This is an optimization exercise on Yosys and OpenROAD, whose aim is small area, a short achievable clock period and few clock cycles, not a production implementation. The RTL was checked by simulation tests, not by an equivalence proof against the original design.

==> inputs of job 4776 <==
// qsim_top
module qsim_top (
  input  logic        clk,
  input  logic        reset_n,
  input  logic        dut_valid,
  output logic        dut_ready,
  output logic [4:0]  q_state_input_sram_read_address,
  input  logic [63:0] q_state_input_sram_read_data,
  output logic [12:0] q_gates_sram_read_address,
  input  logic [63:0] q_gates_sram_read_data,
  output logic [12:0] scratchpad_sram_read_address,
  input  logic [63:0] scratchpad_sram_read_data,
  output logic        q_state_output_sram_write_enable,
  output logic [4:0]  q_state_output_sram_write_address,
  output logic [63:0] q_state_output_sram_write_data,
  output logic        scratchpad_sram_write_enable,
  output logic [12:0] scratchpad_sram_write_address,
  output logic [63:0] scratchpad_sram_write_data
);
==> module qsim_ctrl, before the edit <==
module qsim_ctrl (
  input  logic        clk,
  input  logic        reset_n,
  input  logic        dut_valid,
  input  logic [63:0] header,
  input  logic        run_done,
  output logic        dut_ready,
  output logic [4:0]  in_rd_addr,
  output logic [12:0] gate_rd_addr,
  output logic [12:0] scratch_rd_addr,
  output logic        iss_valid,
  output logic        iss_first,
  output logic        iss_last,
  output logic        iss_last_gate,
  output logic        iss_final,
  output logic [3:0]  iss_row,
  output logic        iss_wbuf,
  output logic        iss_scratch
);
  logic       hdr;
  logic       busy;
  logic       active;   
  logic [3:0] nm;       
  logic [4:0] mlast;    
  logic [3:0] col;
  logic [3:0] row;
  logic [4:0] gate;
  logic [2:0] stall;
  logic last_col, last_row, last_gate;
  assign last_col  = (col == nm);
  assign last_row  = (row == nm);
  assign last_gate = (gate == mlast);
  assign scratch_rd_addr = {8'd0, gate[0], col};
  assign iss_first     = (col == 4'd0);
  assign iss_last      = last_col;
  assign iss_last_gate = last_gate;
  assign iss_final     = last_col && last_row && last_gate;
  assign iss_row       = row;
  assign iss_wbuf      = ~gate[0];
  assign iss_scratch   = (gate != 5'd0);
  logic [2:0] gap;
  always_comb begin
    case (nm)
      4'd0:    gap = 3'(qsim_pkg::PIPE_LAT - 1);
      4'd1:    gap = 3'(qsim_pkg::PIPE_LAT - 2);
      4'd3:    gap = 3'(qsim_pkg::PIPE_LAT - 4);
      default: gap = 3'd0;
    endcase
  end
  always_ff @(posedge clk or negedge reset_n) begin
    if (!reset_n) begin
      dut_ready    <= 1'b0;
      active       <= 1'b0;
      hdr          <= 1'b0;
      busy         <= 1'b0;
      iss_valid    <= 1'b0;
      nm           <= '0;
      mlast        <= '0;
      col          <= '0;
      row          <= '0;
      gate         <= '0;
      stall        <= '0;
      in_rd_addr   <= '0;
      gate_rd_addr <= '0;
    end else if (dut_ready) begin
      if (dut_valid) begin
        dut_ready    <= 1'b0;
        active       <= 1'b1;
        hdr          <= 1'b1;
        in_rd_addr   <= 5'd1;
        gate_rd_addr <= '0;
        col          <= '0;
        row          <= '0;
        gate         <= '0;
      end
    end else if (hdr) begin
      hdr       <= 1'b0;
      nm        <= 4'((5'd1 << header[34:32]) - 5'd1);
      mlast     <= header[4:0] - 5'd1;
      busy      <= 1'b1;
      iss_valid <= 1'b1;
    end else if (busy) begin
      if (iss_valid) begin
        gate_rd_addr <= gate_rd_addr + 13'd1;
        if (!last_col) begin
          col        <= col + 4'd1;
          in_rd_addr <= in_rd_addr + 5'd1;
        end else begin
          col        <= '0;
          in_rd_addr <= 5'd1;
          if (!last_row) begin
            row <= row + 4'd1;
          end else begin
            row <= '0;
            if (last_gate) begin
              busy       <= 1'b0;
              iss_valid  <= 1'b0;
              in_rd_addr <= '0;
            end else begin
              gate <= gate + 5'd1;
              if (gap != 3'd0) begin
                iss_valid <= 1'b0;
                stall     <= gap - 3'd1;
              end
            end
          end
        end
      end else if (stall == 3'd0) begin
        iss_valid <= 1'b1;
      end else begin
        stall <= stall - 3'd1;
      end
    end else if (run_done || !active) begin
      dut_ready <= 1'b1;
      active    <= 1'b0;
    end
  end
endmodule
clock: 10.0 ns
lec_check: 0
abc_area: 1
cap_margin: 20
core_margin: 2
core_utilization: 30
cts_cluster_diameter: 80
cts_cluster_size: 24
place_density: 0.4
setup_slack_margin: 5
slew_margin: 20
standard.sh (not shown) runs the stock make flow with config.mk's settings and CLKGATE_MAP_FILE= SYNTH_SCRIPT=/design/flow/synth_recipe.tcl, a recipe that flattens the netlist after the stock synthesis.
==> flow/flow/run.sh <==
#!/bin/bash
# The standard layout, with three changes:
#  - after the standard synthesis, flow/fixpol.py picks the polarity of each
#    full adder so that fewer inverters are needed (combinational cells
#    only; registers are untouched);
#  - the port buffers are buf_2 cells instead of the default delay buffers;
#  - timing repair aims at a setup slack margin of SETUP_MARGIN ns.
# Each step's full output goes to a log file here.
set -euo pipefail
SETUP_MARGIN=${SETUP_MARGIN:-6.5}
PORT_BUF=${PORT_BUF:-sky130_fd_sc_hd__buf_2}
bash standard.sh synth > synth.log 2>&1
net=orfs/results/${FLOW_PLATFORM:-sky130hd}/qsim_top/base/1_2_yosys.v
cp "$net" 1_2_yosys.orig.v
python3 flow/fixpol.py "$net" > fixpol.log 2>&1
bash standard.sh SETUP_SLACK_MARGIN=$SETUP_MARGIN "BUFFER_PORTS_ARGS=-buffer_cell $PORT_BUF" ${FLOW_TARGET:-finish} > layout.log 2>&1
==> flow/flow/fixpol.py <==
#!/usr/bin/env python3
"""Choose the polarity of each full adder in a mapped sky130 netlist so that
fewer inverters are needed, and rewrite the netlist in place.

A full adder with all three inputs inverted gives both outputs inverted, so
each fa cell may instead take the complement of its inputs and deliver the
complement of its outputs. Inverters between cells are collapsed, a polarity
is chosen per full adder by local search, and one inverter is put back for
each signal that some load still needs inverted. Registers and every other
cell are left as they are.

usage: fixpol.py NETLIST.v
"""
import re
import sys

OUT_PINS = {'X', 'Y', 'Q', 'Q_N', 'SUM', 'COUT', 'HI', 'LO'}

path = sys.argv[1]
text = open(path).read()

cell_re = re.compile(r'^  (sky130_fd_sc_hd__\w+) (\S+)\s*\((.*?)\);\n', re.S | re.M)
pin_re = re.compile(r'\.(\w+)\(([^()]*?)\s*\)')

cells = []
first = None
last = None
for m in cell_re.finditer(text):
    if first is None:
        first = m.start()
    last = m.end()
    pins = [(p, n.strip()) for p, n in pin_re.findall(m.group(3))]
    cells.append([m.group(1), m.group(2), pins])
assert len(cells) == len(re.findall(r'^  sky130_fd_sc_hd__', text, re.M)), 'unparsed cells'
head = text[:first]
tail = text[last:]
assert '  assign' not in text[first:last]

ports = set(re.findall(r'^\s*(?:input|output|inout)\s+(?:\[[^\]]*\]\s*)?(\S+);', head, re.M))


def is_port(n):
    base = n.split('[')[0].strip()
    return base in ports


driver = {}
for ci, (typ, name, pins) in enumerate(cells):
    for p, n in pins:
        if p in OUT_PINS:
            driver[n] = ci


def is_inv(ci):
    return re.match(r'sky130_fd_sc_hd__inv_\d+$', cells[ci][0]) is not None


def pin(ci, p):
    for q, n in cells[ci][2]:
        if q == p:
            return n
    return None


# collapsible inverters: driven by a cell, output not a port
coll = set()
for ci in range(len(cells)):
    if is_inv(ci):
        a = pin(ci, 'A')
        y = pin(ci, 'Y')
        if a in driver and not is_port(y) and not is_port(a):
            coll.add(ci)

inv_out = {pin(ci, 'Y'): pin(ci, 'A') for ci in coll}


def resolve(n):
    par = 0
    while n in inv_out:
        n = inv_out[n]
        par ^= 1
    return n, par


is_fa = [cells[ci][0].startswith('sky130_fd_sc_hd__fa_') for ci in range(len(cells))]

# loads: (ci, pin index, source, parity)
loads = []
for ci, (typ, name, pins) in enumerate(cells):
    if ci in coll:
        continue
    for k, (p, n) in enumerate(pins):
        if p in OUT_PINS:
            continue
        s, par = resolve(n)
        loads.append((ci, k, s, par))

# loads that read inverter outputs which are also ports etc. are unaffected
x = [0] * len(cells)
by_src = {}
for li, (ci, k, s, par) in enumerate(loads):
    by_src.setdefault(s, []).append(li)
fa_in = {}
for li, (ci, k, s, par) in enumerate(loads):
    if is_fa[ci]:
        fa_in.setdefault(ci, []).append(li)
fa_out = {}
for ci in range(len(cells)):
    if is_fa[ci]:
        fa_out[ci] = [pin(ci, 'SUM'), pin(ci, 'COUT')]


def src_pol(s):
    d = driver.get(s)
    return x[d] if d is not None and is_fa[d] else 0


def need(li):
    ci, k, s, par = loads[li]
    d = x[ci] if is_fa[ci] else 0
    return par ^ d ^ src_pol(s)


def src_cost(s):
    return 1 if any(need(li) for li in by_src.get(s, [])) else 0


def total():
    return sum(src_cost(s) for s in by_src)


before = sum(1 for ci in range(len(cells)) if is_inv(ci))
base = total()
improved = True
passes = 0
while improved and passes < 50:
    improved = False
    passes += 1
    for f in fa_out:
        srcs = set(fa_out[f]) | {loads[li][2] for li in fa_in.get(f, [])}
        srcs = [s for s in srcs if s in by_src]
        c0 = sum(src_cost(s) for s in srcs)
        x[f] ^= 1
        c1 = sum(src_cost(s) for s in srcs)
        if c1 < c0:
            improved = True
        else:
            x[f] ^= 1
after = total()

# rewrite
# inverters with more than one load get inv_2 (same area as inv_1)
nload = {}
for li, (ci, k, s, par) in enumerate(loads):
    if need(li):
        nload[s] = nload.get(s, 0) + 1
new_inv = {}
extra_wires = []
extra_cells = []
for li, (ci, k, s, par) in enumerate(loads):
    p, n = cells[ci][2][k]
    if need(li):
        if s not in new_inv:
            w = '_pinv%d_' % len(new_inv)
            new_inv[s] = w
            extra_wires.append('  wire %s;\n' % w)
            extra_cells.append('  sky130_fd_sc_hd__inv_%d _pinvc%d_ (\n    .A(%s ),\n    .Y(%s)\n  );\n'
                               % (2 if nload[s] > 1 else 1, len(extra_cells), s, w))
        cells[ci][2][k] = (p, new_inv[s])
    else:
        cells[ci][2][k] = (p, s)

out = [head.rstrip('\n') + '\n']
out.extend(extra_wires)
for ci, (typ, name, pins) in enumerate(cells):
    if ci in coll:
        continue
    ps = ',\n'.join('    .%s(%s%s)' % (p, n, ' ' if n.startswith('\\') else '') for p, n in pins)
    out.append('  %s %s (\n%s\n  );\n' % (typ, name, ps))
out.extend(extra_cells)
out.append(tail)
open(path, 'w').write(''.join(out))
flipped = sum(x)
print('fixpol: %d full adders, %d flipped; inverters %d -> %d (collapsible %d, needed %d -> %d), %d passes'
      % (len(fa_out), flipped, before, before - len(coll) + len(new_inv), len(coll), base, after, passes))
==> job 6063: changes against job 4776 <==
--- a/flow/design.v
+++ b/flow/design.v
@@ -28,5 +28,4 @@
   logic       hdr;
   logic       busy;
-  logic       active;   
   logic [3:0] nm;       
   logic [4:0] mlast;    
@@ -58,6 +57,5 @@
   always_ff @(posedge clk or negedge reset_n) begin
     if (!reset_n) begin
-      dut_ready    <= 1'b0;
-      active       <= 1'b0;
+      dut_ready    <= 1'b1;
       hdr          <= 1'b0;
       busy         <= 1'b0;
@@ -74,5 +72,4 @@
       if (dut_valid) begin
         dut_ready    <= 1'b0;
-        active       <= 1'b1;
         hdr          <= 1'b1;
         in_rd_addr   <= 5'd1;
@@ -119,7 +116,6 @@
         stall <= stall - 3'd1;
       end
-    end else if (run_done || !active) begin
+    end else if (run_done) begin
       dut_ready <= 1'b1;
-      active    <= 1'b0;
     end
   end
==> flow/flow/run.sh (replaced) <==
#!/bin/bash
# The standard layout, with two changes:
#  - after the standard synthesis, flow/fixpol.py picks the polarity of each
#    full adder so that fewer inverters are needed (combinational cells
#    only; registers are untouched);
#  - timing repair aims at a setup slack margin of SETUP_MARGIN ns.
# Each step's full output goes to a log file here.
set -euo pipefail
SETUP_MARGIN=${SETUP_MARGIN:-6.3}
bash standard.sh synth > synth.log 2>&1
net=orfs/results/${FLOW_PLATFORM:-sky130hd}/qsim_top/base/1_2_yosys.v
cp "$net" 1_2_yosys.orig.v
python3 flow/fixpol.py "$net" > fixpol.log 2>&1
bash standard.sh SETUP_SLACK_MARGIN=$SETUP_MARGIN ${FLOW_TARGET:-finish} > layout.log 2>&1
--- a/flow/flow/fixpol.py
+++ b/flow/flow/fixpol.py
@@ -150,9 +150,4 @@
 
 # rewrite
-# inverters with more than one load get inv_2 (same area as inv_1)
-nload = {}
-for li, (ci, k, s, par) in enumerate(loads):
-    if need(li):
-        nload[s] = nload.get(s, 0) + 1
 new_inv = {}
 extra_wires = []
@@ -165,6 +160,5 @@
             new_inv[s] = w
             extra_wires.append('  wire %s;\n' % w)
-            extra_cells.append('  sky130_fd_sc_hd__inv_%d _pinvc%d_ (\n    .A(%s ),\n    .Y(%s)\n  );\n'
-                               % (2 if nload[s] > 1 else 1, len(extra_cells), s, w))
+            extra_cells.append('  sky130_fd_sc_hd__inv_1 _pinvc%d_ (\n    .A(%s ),\n    .Y(%s)\n  );\n' % (len(extra_cells), s, w))
         cells[ci][2][k] = (p, new_inv[s])
     else:
- CTS_CLUSTER_DIAMETER: 80 -> 100
- CTS_CLUSTER_SIZE: 24 -> 30
==> job 2916: changes against job 4776 <==
--- a/flow/flow/fixpol.py
+++ b/flow/flow/fixpol.py
@@ -150,9 +150,4 @@
 
 # rewrite
-# inverters with more than one load get inv_2 (same area as inv_1)
-nload = {}
-for li, (ci, k, s, par) in enumerate(loads):
-    if need(li):
-        nload[s] = nload.get(s, 0) + 1
 new_inv = {}
 extra_wires = []
@@ -165,6 +160,5 @@
             new_inv[s] = w
             extra_wires.append('  wire %s;\n' % w)
-            extra_cells.append('  sky130_fd_sc_hd__inv_%d _pinvc%d_ (\n    .A(%s ),\n    .Y(%s)\n  );\n'
-                               % (2 if nload[s] > 1 else 1, len(extra_cells), s, w))
+            extra_cells.append('  sky130_fd_sc_hd__inv_1 _pinvc%d_ (\n    .A(%s ),\n    .Y(%s)\n  );\n' % (len(extra_cells), s, w))
         cells[ci][2][k] = (p, new_inv[s])
     else:
- CTS_CLUSTER_DIAMETER: 80 -> 100
- CTS_CLUSTER_SIZE: 24 -> 30
==> comparison table <==
Die width: job 4776 585 um; job 6063 585 um; job 2916 585 um
Outcome: job 4776 complete, no violations; job 6063 complete, no violations; job 2916 complete, no violations
Met2 wire len: job 4776 214,000 um; job 6063 199,000 um; job 2916 214,000 um
End point of the critical path: job 4776 cmac_i.s1_q[117]; job 6063 cmac_i.s1_q[112]; job 2916 cmac_i.s1_q[355]
Wire length of the first global-routing pass: job 4776 709,000 um; job 6063 695,000 um; job 2916 707,000 um
Core ar.: job 4776 336,000 um2; job 6063 337,000 um2; job 2916 336,000 um2
Die Area: job 4776 342,000 um2; job 6063 343,000 um2; job 2916 342,000 um2
Transition time at the pin with the least slew margin: job 4776 1.19 ns; job 6063 1.17 ns; job 2916 1.28 ns
Final worst slack: job 4776 6.40 ns; job 6063 6.26 ns; job 2916 6.46 ns
Count of buffering cells on the critical path with inverters included: job 4776 1; job 6063 4; job 2916 3
Wire length per cell after detailed routing: job 4776 36.9 um; job 6063 34.7 um; job 2916 36.1 um
Final hold slack: job 4776 0.326 ns; job 6063 0.333 ns; job 2916 0.337 ns
Number of buffers created by CTS: job 4776 101; job 6063 80; job 2916 80
Violation count after the first detailed-routing iteration: job 4776 10,900; job 6063 9,618; job 2916 10,800
Area growth from synthesis to layout: job 4776 14.8%; job 6063 13.0%; job 2916 13.9%
Cell seen most often among critical-path stages: job 4776 sky130_fd_sc_hd__fa_1; job 6063 sky130_fd_sc_hd__inv_1; job 2916 sky130_fd_sc_hd__fa_1
Worst relative slew slack: job 4776 0.204; job 6063 0.214; job 2916 0.144
Critical register-to-register path startpoint: job 4776 cmac_i.ga_1_one[1]; job 6063 cmac_i.vc_1[2]; job 2916 cmac_i.ga_3_neg[2]
Fraction of area in clock buffers and inverters: job 4776 0.0320; job 6063 0.0271; job 2916 0.0272
Total clock sinks: job 4776 1,048; job 6063 1,047; job 2916 1,048
Post-CTS Setup Bufs: job 4776 52; job 6063 50; job 2916 74
Testbench counts of job 4776, summed over its fixed seeds: cycles 124,228.
Testbench counts of job 6063, summed over its fixed seeds: cycles 124,228.
Testbench counts of job 2916, summed over its fixed seeds: cycles 124,228.

[what the ideal ports hide]
No port has a modelled driver above. Below, the same layouts with a new extraction and two added sets of constraints. Step 1 assumes that a clkbuf_16 drives the clock port and a buf_2 every other input. Step 2 moves the port delays by t, midway between the first and last clock arrival at a register: inputs arrive t later, outputs are due t later. That takes back most of the time a late clock gives input paths. Slacks: ideal ports / drivers / drivers and shift; pairs: ideal ports / drivers.
| run | t, ns | setup WS [ns] | worst hold slack (ns) | worst data-port slew with drivers (ns) | cell pins on the clock port's net |
|---|---|---|---|---|---|
| job 4776 | 1.002 | 6.396 / 6.349 / 6.187 | 0.326 / 0.326 / 0.326 | 0.24 | 1 |
| job 6063 | 0.971 | 6.257 / 6.252 / 5.595 | 0.333 / 0.333 / 0.333 | 0.28 | 1 |
| job 2916 | 0.970 | 6.461 / 6.393 / 6.050 | 0.337 / 0.337 / 0.337 | 0.32 | 1 |
After both steps every run listed still meets setup and hold. The setup slack of job 6063, which loses most, moves by -0.005 ns with the drivers and by -0.662 ns with both steps.
